This is an optimization exercise on Yosys and OpenROAD, whose aim is small area, a short achievable clock period and few clock cycles, not a production implementation.
Only simulation tests tie the RTL to the original design; equivalence was not proved.
Power figures rest on the tool's default switching activity, not on a simulated workload.

<file path="design.v">
package edt_pkg;
  localparam int MAX_LEN_DEF = 16;
  localparam logic REG_BASE_LEN   = 1'b0;
  localparam logic REG_TARGET_LEN = 1'b1;
  localparam logic [1:0] KIND_MATCH  = 2'd0;
  localparam logic [1:0] KIND_INSERT = 2'd1;
  localparam logic [1:0] KIND_REMOVE = 2'd2;
  typedef enum logic [1:0] {
    FS_IDLE,
    FS_RUN,
    FS_DONE
  } fstate_t;
endpackage
module edt_cell #(
  parameter int MAX_LEN = edt_pkg::MAX_LEN_DEF
) (
  input  logic [MAX_LEN-1:0] v_in,
  input  logic [MAX_LEN-1:0] m,
  output logic [MAX_LEN-1:0] v_out,
  output logic               lcs_inc
);
  localparam int LV = $clog2(MAX_LEN);
  logic [MAX_LEN-1:0] g [LV+1];
  logic [MAX_LEN-1:0] p [LV+1];
  logic [MAX_LEN-1:0] hs, c;
  always_comb begin
    g[0] = v_in & m;
    p[0] = v_in & ~m;
    for (int l = 0; l < LV; l++) begin
      for (int i = 0; i < MAX_LEN; i++) begin
        if (i >= (1 << l)) begin
          g[l+1][i] = g[l][i] | (p[l][i] & g[l][i-(1<<l)]);
          p[l+1][i] = p[l][i] & p[l][i-(1<<l)];
        end else begin
          g[l+1][i] = g[l][i];
          p[l+1][i] = p[l][i];
        end
      end
    end
    c       = {g[LV][MAX_LEN-2:0], 1'b0};
    hs      = p[0] ^ c;          
    v_out   = hs | p[0];
    lcs_inc = g[LV][MAX_LEN-1];
  end
endmodule
module indel_edit_distance_traceback #(
  parameter int MAX_LEN = edt_pkg::MAX_LEN_DEF
) (
  input  logic         clk,
  input  logic         rst,
  input  logic         cfg_we,
  input  logic         cfg_index,
  input  logic [4:0]   cfg_data,
  input  logic         load_valid,
  output logic         load_ready,
  input  logic [3:0]   load_position,
  input  logic [7:0]   load_base_symbol,
  input  logic [7:0]   load_target_symbol,
  input  logic         load_last_load,
  output logic         result_valid,
  input  logic         result_ready,
  output logic [1:0]   result_op_kind,
  output logic [7:0]   result_op_symbol,
  output logic signed [4:0] result_base_index,
  output logic [5:0]   result_distance,
  output logic         result_last_op
);
  logic [4:0] base_length, target_length;
  logic [4:0] blen_eff, tlen_eff;
  assign blen_eff = (base_length > 5'd16) ? 5'd16 : base_length;
  assign tlen_eff = (target_length > 5'd16) ? 5'd16 : target_length;
  always_ff @(posedge clk) begin
    if (rst) begin
      base_length   <= 5'd15;
      target_length <= 5'd15;
    end else if (cfg_we) begin
      if (cfg_index == edt_pkg::REG_TARGET_LEN) target_length <= cfg_data;
      else base_length <= cfg_data;
    end
  end
  logic             ready_q;
  logic [15:0][7:0] bstore, tstore;
  logic             ps_v;            
  logic [4:0]       ps_b, ps_t;
  logic             wb_v;            
  logic [3:0]       wb_p;
  logic [7:0]       wb_t;
  logic             f_busy, f_av, f_mv, f_wv, f_par, f_e11, f_more, f_lr, f_rok, f_incq, f_fv;
  logic [4:0]       f_b, f_t, f_r;
  logic [3:0]       f_ws;
  logic [15:0]      f_rp;            
  logic [15:0]      f_v, f_mq, f_uv;
  logic [7:0]       f_ya, f_sq, f_ls, f_bl;
  logic [5:0]       f_d;
  logic [15:0][7:0] f_base;
  logic [15:0][15:0] ring_v;
  logic [15:0][7:0]  ring_t;
  logic             t_act, t_par, t_e11;
  logic [4:0]       t_x, t_y;
  logic [15:0]      t_soh, t_yoh;    
  logic [5:0]       t_dist;
  logic             t_fv, t_fi;      
  logic [15:0]      t_r0;            
  logic [7:0]       t_t0, t_b0;      
  logic [15:0][7:0] t_base;
  logic             f_start, xfer, tr_free, emit_fire, dx;
  logic        load_fire, start, ld_tw, ld_unsafe, wb_unsafe, wb_drain, wb_v_n;
  logic [15:0] ld_dec, wb_dec, tw_en;
  assign load_ready = ready_q;
  assign load_fire  = load_valid && ready_q;
  assign start      = load_fire && load_last_load;
  assign ld_tw      = {1'b0, load_position} < target_length;    
  always_comb begin
    for (int i = 0; i < 16; i++) begin
      ld_dec[i] = (load_position == 4'(i));
      wb_dec[i] = (wb_p == 4'(i));
    end
  end
  assign ld_unsafe = |(ld_dec & f_uv);
  assign wb_unsafe = |(wb_dec & f_uv);
  assign wb_drain  = wb_v && (!wb_unsafe || f_start);
  assign wb_v_n    = wb_v ? !wb_drain : (load_fire && ld_tw && ld_unsafe);
  always_comb begin
    for (int i = 0; i < 16; i++) begin
      tw_en[i] = wb_v ? (wb_dec[i] && wb_drain)
                      : (load_fire && ld_tw && ld_dec[i] && !f_uv[i]);
    end
  end
  always_ff @(posedge clk) begin
    for (int i = 0; i < 16; i++) begin
      if (load_fire && ({1'b0, load_position} < base_length) && ld_dec[i]) begin
        bstore[i] <= load_base_symbol;
      end
      if (tw_en[i]) begin
        tstore[i] <= wb_v ? wb_t : load_target_symbol;
      end
    end
    if (!wb_v) begin
      wb_p <= load_position;
      wb_t <= load_target_symbol;
    end
    if (start) begin
      ps_b <= blen_eff;
      ps_t <= tlen_eff;
    end
  end
  logic [15:0] f_m, f_vn, f_bdec;
  logic [7:0]  f_sym, f_blc;
  logic        f_inc, f_step, f_done, a_load, m_load;
  logic [3:0]  f_slot;
  logic [5:0]  f_dn;
  logic [5:0]  f_rt;
  assign f_rt = 6'(f_r) + 6'(t_x);
  always_comb begin
    f_sym = '0;
    for (int i = 0; i < 16; i++) f_sym = f_sym | (tstore[i] & {8{f_rp[i]}});
  end
  always_comb begin
    for (int i = 0; i < 16; i++) f_m[i] = (5'(i) < f_b) && (f_base[i] == f_ya);
  end
  edt_cell #(.MAX_LEN(16)) u_row (
    .v_in   (f_v),
    .m      (f_mq),
    .v_out  (f_vn),
    .lcs_inc(f_inc)
  );
  assign f_dn    = f_incq ? (f_d - 6'd1) : (f_d + 6'd1);    
  assign f_step  = f_busy && f_mv && f_more && f_rok;
  assign f_done  = f_busy && f_mv && (!f_more || (f_step && f_lr));
  assign m_load  = f_busy && f_av && (!f_mv || f_step);
  assign a_load  = f_busy && (!f_av || m_load);
  assign f_slot  = f_r[3:0] ^ {4{f_par}};
  assign xfer    = f_done && tr_free;
  assign f_start = ps_v && (!f_busy || xfer);
  always_comb begin
    f_blc = '0;
    for (int i = 0; i < 16; i++) begin
      f_bdec[i] = ((f_b[3:0] - 4'd1) == 4'(i));
      f_blc     = f_blc | (f_base[i] & {8{f_bdec[i]}});
    end
  end
  always_ff @(posedge clk) begin
    if (rst) begin
      f_busy <= 1'b0;
      f_par  <= 1'b0;
      ps_v   <= 1'b0;
      wb_v   <= 1'b0;
      f_wv   <= 1'b0;
      f_uv   <= '0;
    end else begin
      if (f_start) f_busy <= 1'b1;
      else if (xfer) f_busy <= 1'b0;
      if (f_start) f_par <= ~f_par;
      if (start) ps_v <= 1'b1;
      else if (f_start) ps_v <= 1'b0;
      wb_v <= wb_v_n;
      f_wv <= f_step;
      if (f_start) begin
        for (int i = 1; i < 16; i++) f_uv[i] <= (5'(i) < ps_t);
        f_uv[0] <= 1'b0;
      end else if (a_load) begin
        f_uv <= f_uv & ~f_rp;
      end else if (!f_busy) begin
        f_uv <= '0;
      end
    end
  end
  always_ff @(posedge clk) begin
    if (rst) begin
      ready_q <= 1'b1;
    end else begin
      ready_q <= !(wb_v_n || start || (ps_v && !f_start));
    end
  end
  always_ff @(posedge clk) begin
    if (f_start) begin
      f_b    <= ps_b;
      f_t    <= ps_t;
      f_r    <= '0;
      f_rp   <= 16'd2;
      f_ya   <= (wb_v && wb_dec[0]) ? wb_t : tstore[0];
      f_av   <= 1'b1;
      f_mv   <= 1'b0;
      f_v    <= '1;
      f_d    <= 6'(ps_b);
      f_more <= (ps_t != '0);
      f_lr   <= (ps_t == 5'd1);
      f_base <= bstore;
    end else begin
      if (a_load) begin
        f_ya <= f_sym;
        f_rp <= {f_rp[14:0], f_rp[15]};
        f_av <= 1'b1;
      end
      if (m_load) begin
        f_mq <= f_m;
        f_sq <= f_ya;
        f_mv <= 1'b1;
      end
      if (!f_mv) f_bl <= f_blc;
      if (f_step) begin
        f_r    <= f_r + 5'd1;
        f_v    <= f_vn;
        f_ls   <= f_sq;
        f_more <= !f_lr;
        f_lr   <= ((f_r + 5'd2) == f_t);
        if (f_r == '0) f_e11 <= f_mq[0];
      end
    end
    if (!f_start && f_fv) f_d <= f_dn;
    f_fv   <= f_step && !f_start;
    f_incq <= f_inc;
    case ({f_step, emit_fire && dx})
      2'b10:   f_rok <= !t_act || (f_rt <= 6'd15);
      2'b01:   f_rok <= !t_act || (f_rt <= 6'd17);
      default: f_rok <= !t_act || (f_rt <= 6'd16);
    endcase
    f_ws <= f_slot;
    for (int i = 0; i < 16; i++) begin
      if (f_wv && (f_ws == 4'(i))) begin
        ring_v[i] <= f_v;
        ring_t[i] <= f_ls;
      end
    end
  end
  logic [15:0] soh_n, yoh_n, r_n;
  logic [7:0]  t_n, b_n, sym;
  logic        t_hb, eq, xz, yz, x1, y1, dy, t_last;
  logic [1:0]  kind;
  logic [5:0]  t_dc;
  assign t_dc = t_fv ? (t_fi ? (t_dist - 6'd1) : (t_dist + 6'd1)) : t_dist;
  assign soh_n = t_par ? {t_soh[14:0], t_soh[15]} : {t_soh[0], t_soh[15:1]};    
  assign yoh_n = {1'b0, t_yoh[15:1]};
  always_comb begin
    r_n = '0;
    t_n = '0;
    b_n = '0;
    for (int i = 0; i < 16; i++) begin
      r_n = r_n | (ring_v[i] & {16{t_soh[i]}});
      t_n = t_n | (ring_t[i] & {8{t_soh[i]}});
      b_n = b_n | (t_base[i] & {8{yoh_n[i]}});
    end
  end
  assign t_hb = |(t_r0 & t_yoh);
  assign eq   = (t_t0 == t_b0);
  assign xz   = (t_x == 5'd0);
  assign yz   = (t_y == 5'd0);
  assign x1   = (t_x == 5'd1);
  assign y1   = (t_y == 5'd1);
  always_comb begin
    dx   = 1'b0;
    dy   = 1'b0;
    kind = edt_pkg::KIND_REMOVE;
    if (yz) begin
      dx = 1'b1;
    end else if (xz) begin
      kind = edt_pkg::KIND_INSERT;
      dy   = 1'b1;
    end else if (eq) begin
      kind = edt_pkg::KIND_MATCH;
      dx   = 1'b1;
      dy   = 1'b1;
    end else if (t_hb) begin
      kind = edt_pkg::KIND_INSERT;
      dy   = 1'b1;
    end else begin
      dx = 1'b1;
    end
  end
  assign sym = (kind == edt_pkg::KIND_INSERT) ? t_b0 : t_t0;
  assign t_last    = (yz && x1) || (xz && y1) || (x1 && y1 && t_e11);
  assign emit_fire = t_act && (!result_valid || result_ready);
  assign tr_free   = !t_act || (emit_fire && t_last);
  always_ff @(posedge clk) begin
    if (rst) begin
      t_act <= 1'b0;
    end else if (xfer) begin
      t_act <= (f_b != '0) || (f_t != '0);
    end else if (emit_fire && t_last) begin
      t_act <= 1'b0;
    end
  end
  always_ff @(posedge clk) begin
    if (xfer) begin
      t_x    <= f_t;
      t_y    <= f_b;
      t_par  <= f_par;
      t_dist <= f_fv ? f_dn : f_d;
      t_fv   <= f_step;
      t_fi   <= f_inc;
      t_base <= f_base;
      t_r0   <= f_step ? f_vn : f_v;
      t_t0   <= f_step ? f_sq : f_ls;
      t_b0   <= f_bl;
      t_e11  <= (f_r == '0) ? f_mq[0] : f_e11;
      for (int i = 0; i < 16; i++) begin
        t_soh[i] <= (((f_t[3:0] - 4'd2) ^ {4{f_par}}) == 4'(i));
        t_yoh[i] <= ((f_b[3:0] - 4'd1) == 4'(i));
      end
    end else begin
      t_dist <= t_dc;
      t_fv   <= 1'b0;
    end
    if (!xfer && emit_fire) begin
      if (dx) begin
        t_x   <= t_x - 5'd1;
        t_soh <= soh_n;
        t_r0  <= r_n;
        t_t0  <= t_n;
      end
      if (dy) begin
        t_y   <= t_y - 5'd1;
        t_yoh <= yoh_n;
        t_b0  <= b_n;
      end
    end
  end
  always_ff @(posedge clk) begin
    if (rst) begin
      result_valid <= 1'b0;
    end else if (emit_fire) begin
      result_valid <= 1'b1;
    end else if (result_ready) begin
      result_valid <= 1'b0;
    end
  end
  always_ff @(posedge clk) begin
    if (emit_fire) begin
      result_op_kind    <= kind;
      result_op_symbol  <= sym;
      result_base_index <= t_y - 5'd1;
      result_distance   <= t_dc;
      result_last_op    <= t_last;
    end
  end
endmodule
</file>
<file path="run.sh">
#!/bin/bash
# synth_recipe.tcl (not shown) runs the flow's synth.tcl, then flattens the netlist and writes it again
# the make line also repeats each setting of config.mk as NAME=value (left out here)
make -C /OpenROAD-flow-scripts/flow DESIGN_CONFIG=/design/flow/config.mk WORK_HOME=/design/flow/orfs CLKGATE_MAP_FILE= SYNTH_SCRIPT=/design/flow/synth_recipe.tcl finish
</file>
<file path="config.mk">
export PLATFORM = sky130hd
export DESIGN_NAME = indel_edit_distance_traceback
export DESIGN_NICKNAME = indel_edit_distance_traceback
export VERILOG_FILES = /design/flow/design.v
export SDC_FILE = /design/flow/constraint.sdc
export NUM_CORES = 4
export LEC_CHECK = 0
export ABC_AREA = 1
export CAP_MARGIN = 20
export CORE_MARGIN = 2
export CORE_UTILIZATION = 60
export CTS_CLUSTER_DIAMETER = 80
export CTS_CLUSTER_SIZE = 30
export PLACE_DENSITY = 0.7
export SETUP_SLACK_MARGIN = 4.4
export SLEW_MARGIN = 20
</file>
<file path="constraint.sdc">
create_clock -name core_clock -period 7.0 [get_ports {clk}]
set_input_delay 1.4000 -clock core_clock [delete_from_list [all_inputs] [get_ports {clk}]]
set_output_delay 1.4000 -clock core_clock [all_outputs]
set_load 0.01 [all_outputs]
</file>
==> flow_metrics.tcl, run 1 <==
set metrics [dict create \
    status "finished clean" \
    crit_required_ns 5.60 \
    synth_cells 4020 \
    cp-end-kind "output pin" \
    p_sw_share_pct 31.2 \
    grtUsageMet1_pct 46.5 \
    peakVddDrop_mv 0.313 \
    leakage_uw 0.0188 \
    slew_headroom_pct 22.8 \
    ff2ff_setup_slack_ns 4.29 \
    finalPower_uw 15200 \
    cpLargestDelayFamily "flip-flops" \
    intPower_uw 10500 \
    clock_sink_count 1162 \
    fp.dieW_um 284 \
    syn2layout_area_growth_pct 11.4 \
    worstHoldStart "bstore[119]$_DFFE_PP_" \
    final_cell_mix "nand2_1, edfxtp_1, inv_1, nor2_1, nand3_1" \
    synth_nets 4084 \
    cts_tree "built" \
    clk_pin_slew_ns 0.11 \
    critPathSlowestCell "edfxtp_1" \
    ys.warnings.count 4 \
    firstDrtPassIters 8 \
    cp-start-kind "flip-flop" \
    multi_input_area_um2 13100 \
    avgSynthCellArea_um2 11.7 \
    rsz0062_at_grt "yes" \
    gr-usage-met2_pct 51.0 \
    numCtsBuffers 48 \
    cp.arrival_ns 1.34 \
    drv_slew 0 \
    grt_max_degree 112 \
    detail-route-antenna-nets 0 \
    synth_top_family_by_area "simple AND/OR/NAND/NOR gates" \
    critPathMaxStageDelay_ns 0.50 \
    power_frac_clock_pct 23.5 \
    min_to "f_base[119]$_DFFE_PP_" \
    layout_commonest_cell "nand2_1" \
    top_usage_layer "met2" \
    rows 102 \
    synth_cell_types 56 \
    die_area_um2 80600 \
    setup-violations-final 0 \
    drive_gt1_share_pct 11.0 \
    synth_adder_area_share_pct 0.900 \
    routedWlPerCell_um 25.6 \
    synth_xor_area_share_pct 1.83 \
    yosys-mux-area-fraction_pct 0.0852 \
    routed_wl_um 133000 \
    start_util_pct 60.6 \
    synth_seq_cells 1162 \
    clock_latency_ns 0.67 \
    ys_seq_area_share_pct 70.7 \
    io_buffers 55 \
    synth-compound-area-share_pct 6.88 \
    hold_class "flip-flop to flip-flop" \
    cp_num_cells 1 \
    combPwrFrac_pct 18.9 \
    fin_util_pct 67.6 \
    clockBufferDepth 3 \
    grt_pass1_vias 29000 \
    pin_count 56 \
    fmax_ghz 0.365 \
    crit_buf_inv 1 \
    crit_chain "buf_2" \
    hold_depth 0 \
    grt_pass1_wl_um 193000 \
    power.density_nw_per_um2 290 \
    hold_violations 0 \
    path_max_fanout 1 \
    seqPwrFrac_pct 57.6 \
    drt_iter0_markers 4224 \
    fin_crit_ns 2.74 \
    gp_congestion 1.02 \
    num-fill-cells 5743 \
    core_um2 77500 \
    dp_hpwl_um 87000 \
    switchingPower_uw 4740 \
    grt-ovfl-total 0 \
    drc 0 \
    rr_worst_depth 11 \
    crit_type "flip-flop to output pin" \
    synthSimpleGateAreaFrac_pct 15.6 \
    seq_area_um2 33300 \
    grt.met3_usage_pct 5.11 \
    worst_r2r_endpoint "f_bl[6]$_DFFE_PP_" \
    worstMarginPinSlew_ns 1.16 \
    nets 4170 \
    fin_crit_sh_pct 39.1 \
    cts.htree.levels 2 \
    synth_edf_count 994 \
    synthArstFlopShare_pct 0 \
    timing.rr.start "f_b[1]$_DFFE_PP_" \
    cap_violations 0 \
    track_usage_pct 32.5 \
    ys.flop_type "edfxtp_1" \
    via_per_inst 6.10 \
    setup_tns_ns 0 \
    vias 31700 \
    finalClockSkew_ns 0.0441 \
    cts_root_buf "clkbuf_16" \
    synth_area_um2 47000 \
    grt_antenna_before_repair 2 \
    die_h_um 284 \
]
## final cells by class
type                    count  share of cell area, %
diodes                      2                0.00956
clock buffers              75                   2.61
clock inverters            15                  0.373
inverters                 299                   2.33
multi-input cells        2401                   25.0
flip-flops and latches   1162                   63.6
well taps                1040                   2.49
repair buffers            190                   3.58
repair inverters            4                 0.0646
## per-layer routing
layer  up-vias  share of wire [%]
met2      1738                 46
met4         2                4.1
li1      14300                  -
met1     15300                 40
met5         -             0.0075
met3       307                9.6
## power by group through the flow
| stage | sequential, uW | combinational (uW) | clock, uW |
|---|---|---|---|
| final | 8750 | 2870 | 3570 |
| after global routing | 8800 | 3140 | 3820 |
| after detailed placement | 8870 | 2650 | 0 |
| after global placement | 8860 | 2600 | 0 |
| after floorplan | 8410 | 1920 | 0 |
| after CTS | 8720 | 2770 | 3580 |
## registers in the layout, summed over array words and instances, names as in the netlist, 8 cells and up
name	flops
ring_v	256
bstore	128
f_base	128
ring_t	128
tstore	128
t_base	120
f_mq	16
f_rp	16
f_uv	16
f_v	16
t_r0	16
t_soh	16
t_yoh	16
f_bl	8
f_ls	8
f_sq	8
f_ya	8
result_op_symbol	8
t_b0	8
t_t0	8
wb_t	8
## how the worst max path moves through the flow
stage / to / startpoint
detailed placement: f_base[4]$_DFFE_PP_ / result_ready
CTS: result_op_symbol[3] / result_op_symbol[3]$_DFFE_PP_
global route: result_op_symbol[3] / result_op_symbol[3]$_DFFE_PP_
finish: result_op_symbol[3] / result_op_symbol[3]$_DFFE_PP_
global placement: f_base[12]$_DFFE_PP_ / result_ready
floorplan: tstore[10]$_DFFE_PP_ / load_position[3]
## per-stage QoR
step	hold slack (ns)	setup slack (ns)	cells	cell area, um^2
floorplan	0.400	3.99	4020	47700
global route	0.418	4.25	5186	52300
detailed placement	0.405	2.09	4990	49100
finish	0.412	4.26	5188	52300
CTS	0.412	4.24	5143	51600
global placement	0.400	2.14	4989	49100
## what timing repair did
action,CTS,global route
cloned,13,3
hold buffers,0,0
pin swaps,20,23
setup endpoints to repair,766,478
gates resized for setup,209,88
setup buffers,50,38
## synth_stat cells (6+ instances only)
master / n / area share, %
nand2_1: 1088 / 8.7
edfxtp_1: 994 / 64
inv_1: 288 / 2.3
nor2_1: 253 / 2.0
o21ai_0: 178 / 1.9
nand3_1: 175 / 1.9
dfxtp_1: 168 / 7.2
nand4_1: 123 / 1.6
clkbuf_1: 109 / 0.87
a21oi_1: 87 / 0.93
xor2_1: 58 / 1.1
o22ai_1: 51 / 0.68
a221oi_1: 48 / 0.89
xnor2_1: 40 / 0.75
buf_2: 35 / 0.37
nor3_1: 31 / 0.33
ha_1: 29 / 0.77
a22o_1: 27 / 0.50
nor4_1: 23 / 0.31
a31oi_1: 22 / 0.29
a211oi_1: 18 / 0.29
o2111ai_1: 17 / 0.32
o211ai_1: 15 / 0.24
or2_2: 12 / 0.16
buf_4: 11 / 0.18
o21ai_1: 11 / 0.12
a22oi_1: 10 / 0.16
or4_1: 9 / 0.14
buf_1: 8 / 0.064
nand2_2: 7 / 0.093
o41ai_1: 7 / 0.13
a2111oi_0: 6 / 0.11
clkinv_1: 6 / 0.048
nand3b_1: 6 / 0.096
## cells by family (layout without fill, tap and decap cells)
| kind of cell | Yosys count | after routing |
|---|---|---|
| mux | 4 | 4 |
| buf+inv | 467 | 583 |
| simple gates | 1742 | 1752 |
| compound gates | 515 | 515 |
| fa+ha+maj | 32 | 32 |
| xor+xnor | 98 | 98 |
| other cells | 0 | 2 |
| flops | 1162 | 1162 |
Testbench counts, summed over its fixed seeds: cycles 23,307.
==> run 2, diff against run 1 <==
--- a/config.mk
+++ b/config.mk
@@ -6,5 +6,4 @@
 export NUM_CORES = 4
 export LEC_CHECK = 0
-export ABC_AREA = 1
 export CAP_MARGIN = 20
 export CORE_MARGIN = 2
@@ -13,4 +12,4 @@
 export CTS_CLUSTER_SIZE = 30
 export PLACE_DENSITY = 0.7
-export SETUP_SLACK_MARGIN = 4.4
+export SETUP_SLACK_MARGIN = 4.2
 export SLEW_MARGIN = 20
==> flow_metrics.tcl, run 2 <==
set metrics [dict create \
    rsz0062_at_grt "no" \
    cap_violations 0 \
    core_um2 76200 \
    clock_latency_ns 0.66 \
    crit_type "primary input to flip-flop" \
    place_area_um2 48300 \
    grt_pass1_vias 27500 \
    crit_chain "clkdlybuf4s50_1, and2_4, and3_1, o31a_4, nand2_4, o32ai_4, buf_4" \
    grt_max_degree 72 \
    crit_path_start "load_valid" \
    ff2ff_setup_slack_ns 4.21 \
    die_h_um 282 \
    combPwrFrac_pct 21.3 \
    synth_seq_cells 1162 \
    routedWlPerCell_um 31.6 \
    crit_required_ns 7.38 \
    hold_violations 0 \
    synth_top_area_cell "edfxtp_1" \
    setup-violations-final 0 \
    seq_area_um2 33200 \
    p_sw_share_pct 31.1 \
    vias 29300 \
    finish.instance_area_um2 50800 \
    slew_headroom_pct 27.2 \
    detail-route-antenna-nets 0 \
    final_cell_mix "edfxtp_1, nand2_1, dfxtp_1, a221oi_1, a22o_1" \
    worstMarginPinSlew_ns 1.09 \
    synth_area_um2 46400 \
    multi_input_area_um2 12800 \
    rows 101 \
    clk_pin_slew_ns 0.10 \
    critPathSlowestCell "clkdlybuf4s50_1" \
    clock_sink_count 1162 \
    firstDrtPassIters 6 \
    ys.flop_type "edfxtp_1" \
    grt-ovfl-total 0 \
    num-fill-cells 5219 \
    cp.arrival_ns 3.16 \
    via_per_inst 6.98 \
    largest_register_ff_count 256 \
    io_buffers 55 \
    power.density_nw_per_um2 308 \
    rr_worst_depth 7 \
    nets 3203 \
    layout_commonest_cell "edfxtp_1" \
    grt_pass1_wl_um 190000 \
    timing.rr.start "f_b[0]$_DFFE_PP_" \
    endpoint "tstore[10]$_DFFE_PP_" \
    fin_crit_sh_pct 39.8 \
    syn2layout_area_growth_pct 9.50 \
    synth_nets 3199 \
    yosysMostFrequentCell "edfxtp_1" \
    drv_slew 0 \
    fp.dieW_um 282 \
    synth_area_leaders "edfxtp_1, dfxtp_1, a221oi_1" \
    fin_util_pct 66.7 \
    routed_wl_um 133000 \
    cp-start-kind "primary input" \
    grt_antenna_before_repair 3 \
    regMostFlops "ring_v" \
    fin_crit_ns 2.79 \
    leakage_uw 0.0161 \
    cts_root_buf "clkbuf_16" \
    synthArstFlopShare_pct 0 \
    path_max_fanout 6 \
    cts.htree.levels 2 \
    cts_tree "built" \
    fmax_ghz 0.359 \
    numCtsBuffers 47 \
    worst_r2r_endpoint "f_bl[5]$_DFFE_PP_" \
    status "finished clean" \
    dp_hpwl_um 82600 \
    intPower_uw 10800 \
    start_util_pct 60.9 \
    seqPwrFrac_pct 57.0 \
    pin_count 56 \
    ys_seq_area_share_pct 71.6 \
    drt_iter0_markers 4206 \
    power_frac_clock_pct 21.6 \
    switchingPower_uw 4860 \
    drc 0 \
    track_usage_pct 33.2 \
    setup_tns_ns 0 \
    ys.warnings.count 4 \
    drive_gt1_share_pct 11.4 \
    clockBufferDepth 3 \
    yosys.area.top_type_share_pct 64.3 \
    cp-end-kind "flip-flop" \
    synth_cell_types 89 \
    hold_class "flip-flop to flip-flop" \
    gp_congestion 0.976 \
    synth_cells 3135 \
    synth_common_cells "edfxtp_1, nand2_1, dfxtp_1" \
    critPathMaxStageDelay_ns 0.47 \
    avgSynthCellArea_um2 14.8 \
    peakVddDrop_mv 0.286 \
    finalClockSkew_ns 0.0350 \
    die_area_um2 79600 \
    synth_edf_count 994 \
]
-- run 2: critical path, delay by kind of cell --
kind / cells / cell delay (ns)
AO/OA/AOI/OAI: 2 / 0.60
buffers and inverters: 2 / 0.65
AND/OR/NAND/NOR: 3 / 0.50
-- run 2: stage by stage --
| stage | cells | total power (uW) | hold slack, ns | setup slack (ns) |
|---|---|---|---|---|
| 2_1_floorplan | 3135 | 10700 | 0.400 | 3.73 |
| 3_3_place_gp | 4053 | 11800 | 0.401 | 2.37 |
| 3_5_place_dp | 4053 | 11900 | 0.405 | 2.30 |
| 4_1_cts | 4184 | 15500 | 0.428 | 4.20 |
| 5_1_grt | 4202 | 16100 | 0.434 | 4.21 |
| 6_report | 4204 | 15700 | 0.423 | 4.21 |
-- run 2: repair_timing --
action	in CTS	in global routing
pin swaps	25	10
resized for setup	96	21
gates cloned	13	2
endpoints found under the setup margin	712	397
buffers inserted	36	16
hold endpoints to repair	0	0
hold buffers	0	0
-- run 2: per-layer routing --
metal  vias up  GRT usage [%]  share of wire [%]
met5         -              0              0.017
met4         4           14.6                5.2
met3       371           5.73                 11
met2      2008           51.8                 46
met1     14600           46.3                 38
li1      12400              -                  -
-- run 2: worst min-delay path by stage --
stage                          startpoint               endpoint  slack [ns]  depth (start not counted)
floorplan             bstore[0]$_DFFE_PP_    f_base[0]$_DFFE_PP_        0.40                          0
global placement     bstore[94]$_DFFE_PP_   f_base[94]$_DFFE_PP_        0.40                          0
detailed placement  bstore[102]$_DFFE_PP_  f_base[102]$_DFFE_PP_        0.40                          0
CTS                  bstore[13]$_DFFE_PP_   f_base[13]$_DFFE_PP_        0.43                          0
global route         bstore[16]$_DFFE_PP_   f_base[16]$_DFFE_PP_        0.43                          0
finish               bstore[13]$_DFFE_PP_   f_base[13]$_DFFE_PP_        0.42                          0
-- run 2: cell families (layout without fill, tap and decap cells) --
group,Yosys count,in the layout,share of synthesized area (%)
muxes,101,101,2.32
AOI/OAI and AO/OA,749,751,12.5
DFF,1162,1162,71.6
adders and majority gates,32,32,0.912
xor gates and xnor gates,170,170,3.21
buffers and inverters,269,302,2.53
and+or+nand+nor,652,654,6.93
other,0,2,0
-- run 2: cell type report --
cell class	count	area share, %
sequential	1162	65.4
multi-input combinational	1708	25.2
timing repair buffer	162	3.41
clock buffer	68	2.55
tap	1030	2.54
inverter	52	0.488
clock inverter	14	0.244
timing repair inverter	6	0.0960
antenna	2	0.00985
-- run 2: power groups by stage --
| stage | clock network [uW] | logic [uW] | registers (uW) |
|---|---|---|---|
| after detailed placement | 0 | 2870 | 9060 |
| after global routing | 3630 | 3540 | 8960 |
| after floorplan | 0 | 2190 | 8460 |
| final | 3390 | 3340 | 8930 |
| after CTS | 3410 | 3170 | 8900 |
| after global placement | 0 | 2810 | 9030 |
==> run 3, diff against run 2 <==
--- a/config.mk
+++ b/config.mk
@@ -12,4 +12,4 @@
 export CTS_CLUSTER_SIZE = 30
 export PLACE_DENSITY = 0.7
-export SETUP_SLACK_MARGIN = 4.2
+export SETUP_SLACK_MARGIN = 4.3
 export SLEW_MARGIN = 20
==> flow_metrics.tcl, run 3 <==
set metrics [dict create \
    multi_input_area_um2 12900 \
    drc 0 \
    clock_latency_ns 0.67 \
    cap_violations 0 \
    ys_seq_area_share_pct 71.6 \
    synth_area_um2 46400 \
    largest_register_ff_count 256 \
    power.density_nw_per_um2 311 \
    pin_count 56 \
    clockBufferDepth 3 \
    path_max_fanout 16 \
    cp-start-kind "flip-flop" \
    synth_area_leaders "edfxtp_1, dfxtp_1, a221oi_1" \
    cts_tree "built" \
    gp_congestion 0.989 \
    routedWlPerCell_um 31.9 \
    yosysMostFrequentCell "edfxtp_1" \
    avgSynthCellArea_um2 14.8 \
    track_usage_pct 33.4 \
    via_per_inst 7.02 \
    setup_tns_ns 0 \
    firstDrtPassIters 8 \
    vias 29500 \
    grt-ovfl-total 0 \
    grt_pass1_vias 27500 \
    core_um2 76200 \
    peakVddDrop_mv 0.301 \
    synth_edf_count 994 \
    crit_type "flip-flop to flip-flop" \
    synth_common_cells "edfxtp_1, nand2_1, dfxtp_1" \
    finalClockSkew_ns 0.0348 \
    ys.flop_type "edfxtp_1" \
    cts_hold_buf 0 \
    cp.arrival_ns 3.36 \
    layout_commonest_cell "edfxtp_1" \
    synthArstFlopShare_pct 0 \
    grt_pass1_wl_um 191000 \
    fin_crit_ns 2.79 \
    ys.warnings.count 4 \
    finish.instance_area_um2 51100 \
    final.setup.worst_slack_ns 4.21 \
    yosys.area.top_type_share_pct 64.3 \
    dp_slack_ns 2.01 \
    hold_violations 0 \
    io_buffers 55 \
    seq_area_um2 33200 \
    synth_cells 3135 \
    die_h_um 282 \
    setup-violations-final 0 \
    nets 3202 \
    clock_sink_count 1162 \
    fmax_ghz 0.358 \
    rsz0062_at_grt "yes" \
    fp.dieW_um 282 \
    status "finished clean" \
    cts_root_buf "clkbuf_16" \
    drv_slew 0 \
    synth_seq_cells 1162 \
    drt_iter0_markers 4132 \
    routed_wl_um 134000 \
    grt_antenna_before_repair 3 \
    slew_headroom_pct 32.1 \
    synth_top_area_cell "edfxtp_1" \
    dp_hpwl_um 83900 \
    num-fill-cells 5194 \
    cp-end-kind "flip-flop" \
    synth_nets 3199 \
    clk_pin_slew_ns 0.11 \
    grt_max_degree 80 \
    place_area_um2 48300 \
    fin_crit_sh_pct 39.9 \
    worstMarginPinSlew_ns 1.01 \
    holdWs_ns 0.416 \
    regMostFlops "ring_v" \
    drive_gt1_share_pct 12.3 \
    hold_class "flip-flop to flip-flop" \
    finalPower_uw 15900 \
    syn2layout_area_growth_pct 10.2 \
    detail-route-antenna-nets 0 \
    leakage_uw 0.0163 \
    cts.htree.levels 2 \
    rows 101 \
    start_util_pct 60.9 \
    final_cell_mix "edfxtp_1, nand2_1, a221oi_1, dfxtp_1, a22o_1" \
    crit_required_ns 7.57 \
    synth_cell_types 89 \
    numCtsBuffers 49 \
    die_area_um2 79600 \
]
run 3: cell counts after synthesis:
No cell type changed its count.
run 3: worst paths after layout:
check / startpoint / endpoint / slack (ns) / depth (start not counted)
setup / recovery: t_yoh[6]$_DFF_P_ / f_rok$_DFF_P_ / 4.21 / 12
hold / removal: bstore[72]$_DFFE_PP_ / f_base[72]$_DFFE_PP_ / 0.42 / 0
setup reg to reg: t_yoh[6]$_DFF_P_ / f_rok$_DFF_P_ / 4.21 / 12
hold reg to reg: bstore[72]$_DFFE_PP_ / f_base[72]$_DFFE_PP_ / 0.42 / 0
run 3: critical path, stage by stage, from the launching register on:
cell and delay [ns]:
dfxtp_1 0.78, a22oi_1 0.20, nand2_1 0.14, nor3_4 0.07
a21boi_4 0.20, buf_12 0.18, nand2b_4 0.21, inv_4 0.05
ha_4 0.24, a21oi_2 0.11, nand3_1 0.09, a221o_1 0.31
o21ai_1 0.13
run 3: metal layers:
layer | track usage, % | vias up | wire [um]
met3 | 5.38 | 354 | 14300
met4 | 14.4 | 2 | 7060
met2 | 52.2 | 1999 | 61700
met5 | 0 | - | 12
met1 | 46.9 | 14800 | 50900
li1 | - | 12400 | -
run 3: layout make-up:
type                            instances  area share [%]
Sequential cell                      1162            65.0
Multi-Input combinational cell       1708            25.3
Timing Repair Buffer                  159            3.42
Clock buffer                           70            2.70
Tap cell                             1030            2.52
Clock inverter                         16           0.487
Inverter                               52           0.485
Timing Repair inverter                  6          0.0954
Antenna cell                            1         0.00489
run 3: kinds of logic after synthesis:
family	share of synthesized area (%)
xor+xnor	3.21
simple gates	6.93
buf+inv	2.53
fa+ha+maj	0.912
flops	71.6
mux	2.32
compound gates	12.5
run 3: what timing repair did:
item | 4_1_cts | 5_1_grt
pin swaps | 29 | 16
buffers inserted | 41 | 9
resized for setup | 150 | 34
endpoints found under the setup margin | 722 | 376
cloned | 12 | 4
run 3: per-stage QoR:
step                std cells  util [%]
global route             4203      67.1
finish                   4204      67.1
CTS                      4190      66.7
floorplan                3135         -
global placement         4051      63.4
detailed placement       4051      63.4
run 3: report_power, final:
part	internal (uW)	switching, uW	total (uW)
Clock	1520	2130	3650
Sequential	8060	909	8970
Combinational	1380	1920	3290
==> run 4, diff against run 3 <==
--- a/config.mk
+++ b/config.mk
@@ -12,4 +12,4 @@
 export CTS_CLUSTER_SIZE = 30
 export PLACE_DENSITY = 0.7
-export SETUP_SLACK_MARGIN = 4.3
+export SETUP_SLACK_MARGIN = 4.6
 export SLEW_MARGIN = 20
==> flow_metrics.tcl, run 4 <==
set metrics [dict create \
    clk_pin_slew_ns 0.11 \
    gr-usage-met2_pct 56.2 \
    routedWlPerCell_um 33.6 \
    grt_pass1_vias 28800 \
    dp_hpwl_um 86100 \
    final_cell_mix "edfxtp_1, nand2_1, a221oi_1, a22o_1, dfxtp_1" \
    cts_tree "built" \
    track_usage_pct 35.8 \
    fmax_ghz 0.362 \
    synth_common_cells "edfxtp_1, nand2_1, dfxtp_1" \
    intPower_uw 11400 \
    grt_pass1_wl_um 203000 \
    final_cell_count_no_fill 4388 \
    synth_top_area_cell "edfxtp_1" \
    path_max_fanout 8 \
    fin_crit_sh_pct 39.4 \
    rows 101 \
    synthArstFlopShare_pct 0 \
    synth_edf_count 994 \
    avgSynthCellArea_um2 14.8 \
    drc 0 \
    hold_class "flip-flop to flip-flop" \
    top_usage_layer "met2" \
    routed_wl_um 147000 \
    grt.met3_usage_pct 6.03 \
    ff2ff_setup_slack_ns 4.24 \
    slew_headroom_pct 32.9 \
    yosys.area.top_type_share_pct 64.3 \
    ys_seq_area_share_pct 71.6 \
    layout_commonest_cell "edfxtp_1" \
    clock_sink_count 1162 \
    grt-ovfl-total 0 \
    grt_antenna_before_repair 1 \
    firstDrtPassIters 6 \
    synth_nets 3199 \
    status "finished clean" \
    power.density_nw_per_um2 307 \
    gp_congestion 0.955 \
    die_area_um2 79600 \
    drt_iter0_markers 4663 \
    grtUsageMet1_pct 49.0 \
    fin_util_pct 72.4 \
    leakage_uw 0.0179 \
    drv_slew 0 \
    switchingPower_uw 5520 \
    fin_crit_ns 2.76 \
    drive_gt1_share_pct 22.8 \
    io_buffers 55 \
    ys.warnings.count 4 \
    n_antenna_cell 0 \
    clockBufferDepth 3 \
    seqPwrFrac_pct 53.3 \
    nets 3381 \
    regMostFlops "ring_v" \
    clock_latency_ns 0.67 \
    power_frac_clock_pct 21.2 \
    synth_seq_cells 1162 \
    via_per_inst 7.09 \
    synth_area_leaders "edfxtp_1, dfxtp_1, a221oi_1" \
    core_um2 76200 \
    setup_tns_ns 0 \
    synth_area_um2 46400 \
    ys.flop_type "edfxtp_1" \
    cp.arrival_ns 3.32 \
    finalPower_uw 16900 \
    setup-violations-final 0 \
    cap_violations 0 \
    combPwrFrac_pct 25.5 \
    largest_register_ff_count 256 \
    grt_max_degree 67 \
    fp.dieW_um 282 \
    synth_cells 3135 \
    peakVddDrop_mv 0.296 \
    yosysMostFrequentCell "edfxtp_1" \
    worstMarginPinSlew_ns 1.01 \
    syn2layout_area_growth_pct 18.9 \
    pin_count 56 \
    cts.htree.levels 2 \
    cp-start-kind "flip-flop" \
    crit_type "flip-flop to flip-flop" \
    vias 31100 \
    detail-route-antenna-nets 0 \
    crit_required_ns 7.56 \
    synth_cell_types 89 \
    hold_violations 0 \
    finalClockSkew_ns 0.0383 \
    numCtsBuffers 49 \
    start_util_pct 60.9 \
    rsz0062_at_grt "yes" \
    p_sw_share_pct 32.5 \
    cp-end-kind "flip-flop" \
    die_h_um 282 \
    dp_cells 4056 \
    cts_root_buf "clkbuf_16" \
]
[run 4: cell counts after synthesis]
Identical to the previous run, type by type.
[run 4: critical path: stages (launching register included)]
cell	delay (ns)
dfxtp_1	0.39
nor3_4	0.34
nand2_4	0.16
a31oi_1	0.23
a21boi_4	0.26
buf_12	0.14
nand2b_4	0.23
inv_4	0.06
ha_4	0.24
a21oi_2	0.11
nand3_1	0.08
a221o_1	0.30
o21ai_1	0.15
[run 4: power groups by stage]
stage / clock network [uW] / registers, uW / logic, uW
2_1_floorplan: 0 / 8470 / 2210
3_3_place_gp: 0 / 9090 / 2810
3_5_place_dp: 0 / 9110 / 2860
4_1_cts: 3610 / 8970 / 3520
5_1_grt: 3820 / 9040 / 4500
6_report: 3590 / 9030 / 4330
[run 4: what timing repair did]
item | 4_1_cts | 5_1_grt
resized for setup | 421 | 247
cloned | 49 | 23
setup buffers | 100 | 67
pin swaps | 82 | 83
endpoints found under the setup margin | 789 | 673
hold buffers | 0 | 0
[run 4: cell type report]
cell class              count  area (um^2)
clock buffers              75         1390
clock inverters            17          193
fillers                  4703        21000
inverters                  52          250
multi-input cells        1709        14100
flip-flops and latches   1162        33300
well taps                1030         1290
repair buffers            325         4370
repair inverters           18          340
[run 4: kinds of logic after synthesis]
group	share of synthesized area [%]
DFF	71.6
AOI/OAI and AO/OA	12.5
and+or+nand+nor	6.93
buffers and inverters	2.53
xor gates and xnor gates	3.21
muxes	2.32
adders and majority gates	0.912
[run 4: final timing paths]
kind / start / endpoint / cells after the start
max: t_x[4]$_DFF_P_ / f_rok$_DFF_P_ / 12
min: bstore[64]$_DFFE_PP_ / f_base[64]$_DFFE_PP_ / 0
max reg2reg: t_x[4]$_DFF_P_ / f_rok$_DFF_P_ / 12
min reg2reg: bstore[64]$_DFFE_PP_ / f_base[64]$_DFFE_PP_ / 0
[run 4: metrics by stage]
stage                     area [um^2]  setup slack [ns]  hold WS (ns)
after floorplan                 47300              3.73         0.400
after global placement          48400              2.35         0.400
after detailed placement        48400              2.25         0.405
after CTS                       53000              4.26         0.423
after global routing            55200              4.14         0.431
final                           55200              4.24         0.421
[run 4: routing by layer]
metal | wire length (um) | vias to the layer above | share of wire, %
met1 | 54300 | 15500 | 37
met5 | 15 | - | 0.010
li1 | - | 12800 | -
met4 | 9510 | 2 | 6.4
met3 | 15900 | 535 | 11
met2 | 67800 | 2274 | 46
==> run 5, diff against run 4 <==
--- a/config.mk
+++ b/config.mk
@@ -12,4 +12,4 @@
 export CTS_CLUSTER_SIZE = 30
 export PLACE_DENSITY = 0.7
-export SETUP_SLACK_MARGIN = 4.6
+export SETUP_SLACK_MARGIN = 4.5
 export SLEW_MARGIN = 20
==> flow_metrics.tcl, run 5 <==
set metrics [dict create \
    drc 0 \
    grt_max_degree 74 \
    drt_iter0_markers 4724 \
    clk_pin_slew_ns 0.11 \
    status "finished clean" \
    worstMarginPinSlew_ns 1.02 \
    rsz0062_at_grt "yes" \
    path_max_fanout 16 \
    synth_area_leaders "edfxtp_1, dfxtp_1, a221oi_1" \
    synth_seq_cells 1162 \
    peakVddDrop_mv 0.254 \
    die_h_um 282 \
    grt_antenna_before_repair 2 \
    setup_tns_ns 0 \
    cap_violations 0 \
    via_per_inst 7.10 \
    cp.arrival_ns 3.40 \
    ys_seq_area_share_pct 71.6 \
    clock_latency_ns 0.66 \
    critPathMaxStageDelay_ns 0.46 \
    fin_crit_ns 2.83 \
    core_um2 76200 \
    cts_root_buf "clkbuf_16" \
    drv_slew 0 \
    detail-route-antenna-nets 0 \
    cp-start-kind "flip-flop" \
    start_util_pct 60.9 \
    crit_chain "a22oi_1, nand4_1, nor3_4, a21boi_4, buf_12, nand2b_4, inv_4, ha_4, a21oi_2, nand3_1, a221o_1, o21ai_1" \
    ys.flop_type "edfxtp_1" \
    final_cell_mix "edfxtp_1, nand2_1, a221oi_1, a22o_1, dfxtp_1" \
    routedWlPerCell_um 33.4 \
    synth_cell_types 89 \
    synth_common_cells "edfxtp_1, nand2_1, dfxtp_1" \
    grt_pass1_wl_um 197000 \
    routed_wl_um 144000 \
    hold_depth 0 \
    cpLargestDelayFamily "simple AND/OR/NAND/NOR gates" \
    clock_sink_count 1162 \
    fp.dieW_um 282 \
    crit_buf_inv 2 \
    fin_crit_sh_pct 40.4 \
    crit_required_ns 7.58 \
    cts.htree.levels 2 \
    synth_cells 3135 \
    syn2layout_area_growth_pct 15.7 \
    place_area_um2 48300 \
    cts_hold_buf 0 \
    synth_area_um2 46400 \
    hold_violations 0 \
    leakage_uw 0.0173 \
    firstDrtPassIters 7 \
    hold_class "flip-flop to flip-flop" \
    ys.warnings.count 4 \
    critPathSlowestCell "nor3_4" \
    clockBufferDepth 3 \
    setup-violations-final 0 \
    gp_congestion 0.955 \
    rr_worst_depth 12 \
    synth_nets 3199 \
    largest_register_ff_count 256 \
    finish.instance_area_um2 53700 \
    worstHoldStart "bstore[32]$_DFFE_PP_" \
    min_to "f_base[32]$_DFFE_PP_" \
    drive_gt1_share_pct 18.9 \
    avgSynthCellArea_um2 14.8 \
    cts_tree "built" \
    synthArstFlopShare_pct 0 \
    ff2ff_setup_slack_ns 4.17 \
    numCtsBuffers 47 \
    track_usage_pct 34.6 \
    timing.rr.start "t_r0[14]$_DFF_P_" \
    fmax_ghz 0.354 \
    layout_commonest_cell "edfxtp_1" \
    die_area_um2 79600 \
    cp-end-kind "flip-flop" \
    vias 30700 \
    synth_top_area_cell "edfxtp_1" \
    grt-ovfl-total 0 \
    finalPower_uw 16300 \
    grt_pass1_vias 28100 \
    slew_headroom_pct 32.3 \
    holdWs_ns 0.418 \
    crit_type "flip-flop to flip-flop" \
    pin_count 56 \
    rows 101 \
    num-fill-cells 4895 \
    nets 3326 \
    finalClockSkew_ns 0.0186 \
    yosysMostFrequentCell "edfxtp_1" \
    dp_hpwl_um 84700 \
    synth_edf_count 994 \
    io_buffers 55 \
    regMostFlops "ring_v" \
    worst_r2r_endpoint "f_rok$_DFF_P_" \
    yosys.area.top_type_share_pct 64.3 \
    power.density_nw_per_um2 304 \
]
run 5: layer usage:
metal / GRT usage [%] / up-vias / wire [um]
met4: 13.6 / 2 / 7570
met2: 54.7 / 2295 / 66700
li1: - / 12600 / -
met5: 0 / - / 13
met1: 48.0 / 15300 / 53000
met3: 6.50 / 442 / 17100
run 5: repair_timing:
item,in CTS,in global routing
setup buffers,70,56
pin swaps,35,64
setup endpoints to repair,768,591
cloned,30,40
resized for setup,262,200
run 5: final cells by class:
cell class | instances | area, um^2 | share of cell area [%]
flip-flops and latches | 1162 | 33300 | 62.0
multi-input cells | 1709 | 13500 | 25.1
repair buffers | 274 | 3630 | 6.77
well taps | 1030 | 1290 | 2.40
clock buffers | 66 | 1270 | 2.36
repair inverters | 16 | 284 | 0.529
inverters | 52 | 251 | 0.468
clock inverters | 14 | 176 | 0.329
diodes | 1 | 2.50 | 0.00466
run 5: stage by stage:
step | std cells | worst slack, ns | util, %
after detailed placement | 4047 | 1.95 | 63.4
after global routing | 4323 | 4.12 | 70.5
after global placement | 4047 | 2.06 | 63.4
final | 4324 | 4.17 | 70.5
after floorplan | 3135 | 3.73 | -
after CTS | 4227 | 4.24 | 67.7
run 5: worst max-delay path by stage:
stage	cells after the start	slack, ns	start	to
5_1_grt	12	4.12	t_x[3]$_DFF_P_	f_rok$_DFF_P_
3_5_place_dp	11	1.95	result_ready	f_rok$_DFF_P_
6_report	12	4.17	t_r0[14]$_DFF_P_	f_rok$_DFF_P_
3_3_place_gp	11	2.06	result_ready	f_rok$_DFF_P_
2_1_floorplan	12	3.73	result_ready	f_rok$_DFF_P_
4_1_cts	1	4.24	result_last_op$_DFFE_PP_	result_last_op
run 5: kinds of logic after synthesis:
| family | share of synthesized area [%] |
|---|---|
| AO/OA/AOI/OAI | 12.5 |
| XOR/XNOR | 3.21 |
| adder cells (fa/ha/maj) | 0.912 |
| buffers and inverters | 2.53 |
| flip-flops | 71.6 |
| multiplexers | 2.32 |
| AND/OR/NAND/NOR | 6.93 |
run 5: where the power goes:
| part | switching, uW | total [uW] | internal [uW] | leakage [uW] |
|---|---|---|---|---|
| combinational | 2220 | 3850 | 1630 | 0.00628 |
| sequential | 924 | 9010 | 8080 | 0.0103 |
| clock | 2060 | 3450 | 1390 | 0.000698 |
| total | 5210 | 16300 | 11100 | 0.0173 |
==> run 6, diff against run 5 <==
--- a/config.mk
+++ b/config.mk
@@ -12,4 +12,4 @@
 export CTS_CLUSTER_SIZE = 30
 export PLACE_DENSITY = 0.7
-export SETUP_SLACK_MARGIN = 4.5
+export SETUP_SLACK_MARGIN = 4.4
 export SLEW_MARGIN = 20
==> flow_metrics.tcl, run 6 <==
set metrics [dict create \
    status "finished clean" \
    synth_seq_cells 1162 \
    final_cell_mix "edfxtp_1, nand2_1, a221oi_1, a22o_1, dfxtp_1" \
    critPathSlowestCell "edfxtp_1" \
    yosys.area.top_type_share_pct 64.3 \
    seqPwrFrac_pct 56.0 \
    numCtsBuffers 47 \
    clock_latency_ns 0.67 \
    synth_cells 3135 \
    synth_edf_count 994 \
    grt_pass1_wl_um 194000 \
    largest_register_ff_count 256 \
    power.density_nw_per_um2 309 \
    vias 29700 \
    final_cell_count_no_fill 4236 \
    crit_buf_inv 1 \
    cp-start-kind "flip-flop" \
    synth_top_area_cell "edfxtp_1" \
    track_usage_pct 34.0 \
    switchingPower_uw 4980 \
    cp.arrival_ns 1.32 \
    hold_violations 0 \
    dp_slack_ns 2.27 \
    via_per_inst 7.00 \
    core_um2 76200 \
    cts.htree.levels 2 \
    io_buffers 55 \
    synth_cell_types 89 \
    yosysMostFrequentCell "edfxtp_1" \
    setup_tns_ns 0 \
    clk_pin_slew_ns 0.11 \
    intPower_uw 11000 \
    pin_count 56 \
    peakVddDrop_mv 0.260 \
    drc 0 \
    cts_tree "built" \
    routedWlPerCell_um 32.1 \
    ff2ff_setup_slack_ns 4.30 \
    die_area_um2 79600 \
    critPathMaxStageDelay_ns 0.49 \
    p_sw_share_pct 31.2 \
    worstMarginPinSlew_ns 1.09 \
    drv_slew 0 \
    gp_congestion 1.01 \
    fmax_ghz 0.367 \
    finalClockSkew_ns 0.0394 \
    timing.rr.start "wb_p[1]$_DFFE_PN_" \
    synth_area_leaders "edfxtp_1, dfxtp_1, a221oi_1" \
    crit_type "flip-flop to output pin" \
    leakage_uw 0.0164 \
    ys.warnings.count 4 \
    slew_headroom_pct 27.5 \
    ys_seq_area_share_pct 71.6 \
    cp-end-kind "output pin" \
    die_h_um 282 \
    crit_chain "buf_2" \
    fin_crit_ns 2.72 \
    synthArstFlopShare_pct 0 \
    final.setup.worst_slack_ns 4.28 \
    cp_num_cells 1 \
    finish.instance_area_um2 51600 \
    start_util_pct 60.9 \
    cpLargestDelayFamily "flip-flops" \
    routed_wl_um 136000 \
    dp_hpwl_um 82400 \
    power_frac_clock_pct 21.9 \
    drive_gt1_share_pct 14.4 \
    place_area_um2 48300 \
    synth_nets 3199 \
    regMostFlops "ring_v" \
    layout_commonest_cell "edfxtp_1" \
    fp.dieW_um 282 \
    cap_violations 0 \
    rows 101 \
    hold_class "flip-flop to flip-flop" \
    detail-route-antenna-nets 0 \
    grt_max_degree 85 \
    setup-violations-final 0 \
    ys.flop_type "edfxtp_1" \
    combPwrFrac_pct 22.2 \
    endpoint "result_last_op" \
    rsz0062_at_grt "yes" \
    worst_r2r_endpoint "tstore[52]$_DFFE_PP_" \
    syn2layout_area_growth_pct 11.3 \
    n_antenna_cell 0 \
    crit_required_ns 5.60 \
    synth_common_cells "edfxtp_1, nand2_1, dfxtp_1" \
    grt_pass1_vias 28200 \
    nets 3236 \
    firstDrtPassIters 8 \
    drt_iter0_markers 4137 \
    rr_worst_depth 11 \
    fin_crit_sh_pct 38.9 \
    clockBufferDepth 3 \
    synth_area_um2 46400 \
    grt_antenna_before_repair 5 \
    cts_root_buf "clkbuf_16" \
    avgSynthCellArea_um2 14.8 \
    grt-ovfl-total 0 \
    path_max_fanout 1 \
    crit_path_start "result_last_op$_DFFE_PP_" \
    clock_sink_count 1162 \
    dp_cells 4051 \
]
[run 6: layout make-up]
cell class	count	area, um^2
Clock buffer	71	1370
Clock inverter	12	141
Fill cell	5150	24600
Inverter	52	248
Multi-Input combinational cell	1707	13000
Sequential cell	1162	33300
Tap cell	1030	1290
Timing Repair Buffer	196	2190
Timing Repair inverter	6	63.8
[run 6: worst min-delay path by stage]
stage / depth (start not counted) / from / slack, ns / endpoint
finish: 0 / bstore[70]$_DFFE_PP_ / 0.41 / f_base[70]$_DFFE_PP_
global route: 0 / bstore[30]$_DFFE_PP_ / 0.43 / f_base[30]$_DFFE_PP_
CTS: 0 / bstore[30]$_DFFE_PP_ / 0.42 / f_base[30]$_DFFE_PP_
detailed placement: 0 / bstore[126]$_DFFE_PP_ / 0.40 / f_base[126]$_DFFE_PP_
global placement: 0 / bstore[33]$_DFFE_PP_ / 0.40 / f_base[33]$_DFFE_PP_
floorplan: 0 / bstore[0]$_DFFE_PP_ / 0.40 / f_base[0]$_DFFE_PP_
[run 6: kinds of logic after synthesis]
family	Yosys count	share of synthesized area (%)
and+or+nand+nor	652	6.93
muxes	101	2.32
buffers and inverters	269	2.53
DFF	1162	71.6
xor gates and xnor gates	170	3.21
adders and majority gates	32	0.912
AOI/OAI and AO/OA	749	12.5
[run 6: power by group through the flow]
| stage | clock, uW | combinational (uW) | sequential (uW) |
|---|---|---|---|
| after global placement | 0 | 2780 | 9080 |
| after global routing | 3720 | 3750 | 8960 |
| after detailed placement | 0 | 2840 | 9100 |
| after floorplan | 0 | 2210 | 8470 |
| final | 3490 | 3540 | 8930 |
| after CTS | 3520 | 3400 | 8890 |
[run 6: routing by layer]
layer | vias to the layer above | global-route usage (%) | part of all wire, %
met2 | 2063 | 54.1 | 47
met1 | 14800 | 45.9 | 37
met4 | 10 | 15.3 | 5.4
met3 | 380 | 6.81 | 11
li1 | 12500 | - | -
met5 | - | 0 | 0.050
[run 6: per-stage QoR]
step / power [uW] / utilization, % / hold WS [ns]
finish: 16000 / 67.7 / 0.413
global route: 16400 / 67.7 / 0.428
CTS: 15800 / 67.1 / 0.417
detailed placement: 11900 / 63.4 / 0.405
global placement: 11900 / 63.4 / 0.403
floorplan: 10700 / - / 0.400
[run 6: timing repair]
item / in CTS / in global routing
setup endpoints to repair: 712 / 460
pin swaps: 36 / 26
hold buffers: 0 / 0
setup buffers: 62 / 20
gates resized for setup: 224 / 58
cloned: 17 / 3
==> run 7, diff against run 6 <==
--- a/design.v
+++ b/design.v
@@ -66,6 +66,7 @@
   output logic         result_last_op
 );
-  logic [4:0] base_length, target_length;
-  logic [4:0] blen_eff, tlen_eff;
+  logic [4:0]  base_length, target_length;
+  logic [4:0]  blen_eff, tlen_eff;
+  logic [15:0] tmask, cfg_mask;    
   assign blen_eff = (base_length > 5'd16) ? 5'd16 : base_length;
   assign tlen_eff = (target_length > 5'd16) ? 5'd16 : target_length;
@@ -74,9 +75,17 @@
       base_length   <= 5'd15;
       target_length <= 5'd15;
+      tmask         <= 16'h7fff;
     end else if (cfg_we) begin
-      if (cfg_index == edt_pkg::REG_TARGET_LEN) target_length <= cfg_data;
-      else base_length <= cfg_data;
+      if (cfg_index == edt_pkg::REG_TARGET_LEN) begin
+        target_length <= cfg_data;
+        tmask         <= cfg_mask;
+      end else begin
+        base_length <= cfg_data;
+      end
     end
   end
+  always_comb begin
+    for (int i = 0; i < 16; i++) cfg_mask[i] = (5'(i) < cfg_data);
+  end
   logic             ready_q;
   logic [15:0][7:0] bstore, tstore;
@@ -105,10 +114,14 @@
   logic [15:0][7:0] t_base;
   logic             f_start, xfer, tr_free, emit_fire, dx;
-  logic        load_fire, start, ld_tw, ld_unsafe, wb_unsafe, wb_drain, wb_v_n;
+  logic             sk_v, sk_last;
+  logic [1:0]       sk_kind;
+  logic [7:0]       sk_sym;
+  logic [4:0]       sk_idx;
+  logic [5:0]       sk_dist;
+  logic        load_fire, start, ld_unsafe, wb_unsafe, wb_drain, wb_v_n;
   logic [15:0] ld_dec, wb_dec, tw_en;
   assign load_ready = ready_q;
   assign load_fire  = load_valid && ready_q;
   assign start      = load_fire && load_last_load;
-  assign ld_tw      = {1'b0, load_position} < target_length;    
   always_comb begin
     for (int i = 0; i < 16; i++) begin
@@ -117,12 +130,12 @@
     end
   end
-  assign ld_unsafe = |(ld_dec & f_uv);
+  assign ld_unsafe = |(ld_dec & tmask & f_uv);
   assign wb_unsafe = |(wb_dec & f_uv);
   assign wb_drain  = wb_v && (!wb_unsafe || f_start);
-  assign wb_v_n    = wb_v ? !wb_drain : (load_fire && ld_tw && ld_unsafe);
+  assign wb_v_n    = wb_v ? !wb_drain : (load_fire && ld_unsafe);
   always_comb begin
     for (int i = 0; i < 16; i++) begin
       tw_en[i] = wb_v ? (wb_dec[i] && wb_drain)
-                      : (load_fire && ld_tw && ld_dec[i] && !f_uv[i]);
+                      : (load_fire && ld_dec[i] && tmask[i] && !f_uv[i]);
     end
   end
@@ -310,5 +323,5 @@
   assign sym = (kind == edt_pkg::KIND_INSERT) ? t_b0 : t_t0;
   assign t_last    = (yz && x1) || (xz && y1) || (x1 && y1 && t_e11);
-  assign emit_fire = t_act && (!result_valid || result_ready);
+  assign emit_fire = t_act && !sk_v;
   assign tr_free   = !t_act || (emit_fire && t_last);
   always_ff @(posedge clk) begin
@@ -356,20 +369,37 @@
     end
   end
+  logic out_free;
+  assign out_free = !result_valid || result_ready;
   always_ff @(posedge clk) begin
     if (rst) begin
       result_valid <= 1'b0;
-    end else if (emit_fire) begin
-      result_valid <= 1'b1;
-    end else if (result_ready) begin
-      result_valid <= 1'b0;
+      sk_v         <= 1'b0;
+    end else begin
+      if (out_free) result_valid <= sk_v || emit_fire;
+      if (out_free) sk_v <= 1'b0;
+      else if (emit_fire) sk_v <= 1'b1;
     end
   end
   always_ff @(posedge clk) begin
-    if (emit_fire) begin
-      result_op_kind    <= kind;
-      result_op_symbol  <= sym;
-      result_base_index <= t_y - 5'd1;
-      result_distance   <= t_dc;
-      result_last_op    <= t_last;
+    if (out_free) begin
+      if (sk_v) begin
+        result_op_kind    <= sk_kind;
+        result_op_symbol  <= sk_sym;
+        result_base_index <= sk_idx;
+        result_distance   <= sk_dist;
+        result_last_op    <= sk_last;
+      end else if (emit_fire) begin
+        result_op_kind    <= kind;
+        result_op_symbol  <= sym;
+        result_base_index <= t_y - 5'd1;
+        result_distance   <= t_dc;
+        result_last_op    <= t_last;
+      end
+    end else if (emit_fire) begin
+      sk_kind <= kind;
+      sk_sym  <= sym;
+      sk_idx  <= t_y - 5'd1;
+      sk_dist <= t_dc;
+      sk_last <= t_last;
     end
   end
--- a/config.mk
+++ b/config.mk
@@ -9,6 +9,4 @@
 export CORE_MARGIN = 2
 export CORE_UTILIZATION = 60
-export CTS_CLUSTER_DIAMETER = 80
-export CTS_CLUSTER_SIZE = 30
 export PLACE_DENSITY = 0.7
 export SETUP_SLACK_MARGIN = 4.4
==> flow_metrics.tcl, run 7 <==
set metrics [dict create \
    setup-violations-final 0 \
    clock_latency_ns 0.72 \
    track_usage_pct 34.7 \
    power.density_nw_per_um2 352 \
    die_h_um 286 \
    multi_input_area_um2 13400 \
    hold_violations 0 \
    regMostFlops "ring_v" \
    detail-route-antenna-nets 0 \
    synth_edf_count 1016 \
    drc 0 \
    finalPower_uw 19400 \
    grt_max_degree 92 \
    cpLargestDelayFamily "compound AO/OA/AOI/OAI gates" \
    crit_chain "a221oi_2, and4_4, a211oi_4, buf_12, or2_4, inv_2, ha_1, a21oi_1, a31oi_1, o41ai_2" \
    final_cell_count_no_fill 4430 \
    grt_pass1_wl_um 205000 \
    critPathMaxStageDelay_ns 0.68 \
    num-fill-cells 5140 \
    cap_violations 0 \
    routedWlPerCell_um 32.4 \
    cts_hold_buf 0 \
    cts_root_buf "clkbuf_16" \
    yosysMostFrequentCell "edfxtp_1" \
    pin_count 56 \
    finalClockSkew_ns 0.0642 \
    dp_cells 4146 \
    nets 3345 \
    seq_area_um2 34300 \
    rows 103 \
    synth_seq_cells 1200 \
    synth_cell_types 93 \
    status "finished clean" \
    drv_slew 0 \
    synth_area_leaders "edfxtp_1, dfxtp_1, a22o_1" \
    drt_iter0_markers 4882 \
    finish.instance_area_um2 55100 \
    synth_cells 3206 \
    worstMarginPinSlew_ns 1.04 \
    ys.flop_type "edfxtp_1" \
    crit_buf_inv 2 \
    fmax_ghz 0.365 \
    n_antenna_cell 0 \
    routed_wl_um 144000 \
    fin_crit_sh_pct 39.1 \
    holdWs_ns 0.390 \
    ys_seq_area_share_pct 71.4 \
    place_area_um2 49700 \
    clk_pin_slew_ns 0.06 \
    crit_required_ns 7.61 \
    dp_hpwl_um 90800 \
    gp_congestion 1.02 \
    vias 30700 \
    io_buffers 55 \
    setup_tns_ns 0 \
    cts.htree.levels 3 \
    via_per_inst 6.93 \
    synth_nets 3267 \
    layout_commonest_cell "edfxtp_1" \
    grt_pass1_vias 29300 \
    synthArstFlopShare_pct 0 \
    firstDrtPassIters 8 \
    cp-end-kind "flip-flop" \
    cts_tree "built" \
    rsz0062_at_grt "yes" \
    critPathSlowestCell "dfxtp_1" \
    peakVddDrop_mv 0.293 \
    synth_area_um2 47900 \
    syn2layout_area_growth_pct 15.0 \
    cp.arrival_ns 3.35 \
    fin_crit_ns 2.74 \
    die_area_um2 82100 \
    path_max_fanout 11 \
    grt-ovfl-total 0 \
    synth_common_cells "edfxtp_1, nand2_1, dfxtp_1" \
    synth_top_area_cell "edfxtp_1" \
    yosys.area.top_type_share_pct 63.7 \
    largest_register_ff_count 256 \
    numCtsBuffers 114 \
    clockBufferDepth 3 \
    crit_type "flip-flop to flip-flop" \
    drive_gt1_share_pct 17.3 \
    leakage_uw 0.0178 \
    slew_headroom_pct 30.5 \
    hold_class "flip-flop to flip-flop" \
    clock_sink_count 1200 \
    cp-start-kind "flip-flop" \
    core_um2 79000 \
    grt_antenna_before_repair 5 \
    ys.warnings.count 4 \
    start_util_pct 60.6 \
    fp.dieW_um 286 \
    final_cell_mix "edfxtp_1, nand2_1, dfxtp_1, a22o_1, xnor2_1" \
    avgSynthCellArea_um2 14.9 \
]
## run 7: cell count changes after synthesis, sizes merged, moves of 13 or more
cell and delta:
a21oi -24, nand2 +13, a22oi +26, nor3b +16
edfxtp +22, mux2 +16, dfxtp +16, nor2 -13
## run 7: report_power, final
part | leakage, uW | switching, uW | internal, uW
Clock | 0.00193 | 2680 | 3750
Combinational | 0.00519 | 1880 | 1580
Sequential | 0.0107 | 1140 | 8330
Total | 0.0178 | 5700 | 13700
## run 7: what timing repair did
action                                  CTS  global route
setup buffers                            34            25
hold endpoints to repair                  0             0
gates cloned                              9             4
resized for setup                       211            55
pin swaps                                27            20
endpoints found under the setup margin  782           525
## run 7: final cells by class
class                      instances  area share (%)
timing repair buffer             172            3.31
clock buffer                     150            5.82
tap                             1050            2.39
timing repair inverter             4          0.0704
multi-input combinational       1739            24.4
clock inverter                    62            1.40
sequential                      1200            62.2
inverter                          53           0.450
## run 7: final timing paths
path                        start              endpoint  slack [ns]  depth (start not counted)
min          bstore[17]$_DFFE_PP_  f_base[17]$_DFFE_PP_        0.39                          0
min reg2reg  bstore[17]$_DFFE_PP_  f_base[17]$_DFFE_PP_        0.39                          0
max reg2reg      t_yoh[8]$_DFF_P_         f_rok$_DFF_P_        4.26                         10
max              t_yoh[8]$_DFF_P_         f_rok$_DFF_P_        4.26                         10
## run 7: worst reg2reg max path, delay by kind of cell (launching register included)
family	cells	cell delay, ns
AOI/OAI and AO/OA	5	1.01
DFF	1	0.68
and+or+nand+nor	2	0.41
adders and majority gates	1	0.29
buffers and inverters	2	0.25
## run 7: cells by family (layout without fill, tap and decap cells)
| logic type | Yosys count | after routing | share of synthesized area (%) |
|---|---|---|---|
| simple gates | 679 | 679 | 7.18 |
| mux | 111 | 111 | 2.45 |
| fa+ha+maj | 29 | 29 | 0.805 |
| flops | 1200 | 1200 | 71.4 |
| compound gates | 747 | 748 | 12.7 |
| xor+xnor | 172 | 172 | 3.15 |
| buf+inv | 268 | 441 | 2.34 |
## run 7: metrics by stage
stage	utilization [%]	setup WS, ns
3_3_place_gp	62.9	2.75
6_report	69.7	4.26
5_1_grt	69.7	4.16
4_1_cts	69.1	4.12
2_1_floorplan	-	4.05
3_5_place_dp	62.9	2.76
## run 7: routing by layer
metal  routed length (um)  vias to the layer above  global-route usage, %
li1                     -                    12900                      -
met1                56000                    15500                   51.1
met5                   57                        -                      0
met3                18700                      266                   8.12
met4                 4090                        4                   10.3
met2                64800                     2088                   52.0
Testbench counts of run 7, summed over its fixed seeds: cycles 23,307.

-- what the ideal ports hide --
How much do the figures lean on ideal ports? The routed layouts below were timed once more, with nothing changed but the port constraints.
Step 1 sets driving cells, clkbuf_16 on the clock port and buf_2 on the other inputs (assumed; they add their load-dependent delay and slew).
Step 2 times the ports against the registers' clock, not the clock port: input delays grow and output delays shrink by t, the midpoint of the rising clock arrivals with the driver on.
a / b / c = ideal / step 1 / step 2; a / b = the first two.
| run | shift t [ns] | slack for setup (ns) | hold slack, ns | clock arrival spread, ns | worst register clock-pin slew, ns |
|---|---|---|---|---|---|
| run 1 | 0.717 | 4.261 / 4.189 / 3.673 | 0.412 / 0.412 / 0.412 | 0.044 / 0.044 | 0.12 / 0.12 |
| run 2 | 0.714 | 4.214 / 4.200 / 3.548 | 0.423 / 0.423 / 0.423 | 0.035 / 0.035 | 0.12 / 0.12 |
| run 3 | 0.722 | 4.210 / 4.210 / 3.562 | 0.416 / 0.416 / 0.416 | 0.037 / 0.037 | 0.11 / 0.11 |
| run 4 | 0.715 | 4.241 / 4.207 / 3.622 | 0.421 / 0.421 / 0.421 | 0.040 / 0.040 | 0.12 / 0.12 |
| run 5 | 0.719 | 4.174 / 4.159 / 3.530 | 0.418 / 0.418 / 0.418 | 0.022 / 0.022 | 0.12 / 0.12 |
| run 6 | 0.714 | 4.278 / 4.209 / 3.615 | 0.413 / 0.413 / 0.413 | 0.042 / 0.043 | 0.12 / 0.12 |
| run 7 | 0.757 | 4.262 / 4.226 / 3.720 | 0.390 / 0.390 / 0.390 | 0.065 / 0.064 | 0.07 / 0.07 |
After both steps setup and hold are still met in every run listed. For run 2, which loses most, drivers alone change the setup slack by -0.014 ns; drivers and shift together by -0.666 ns.
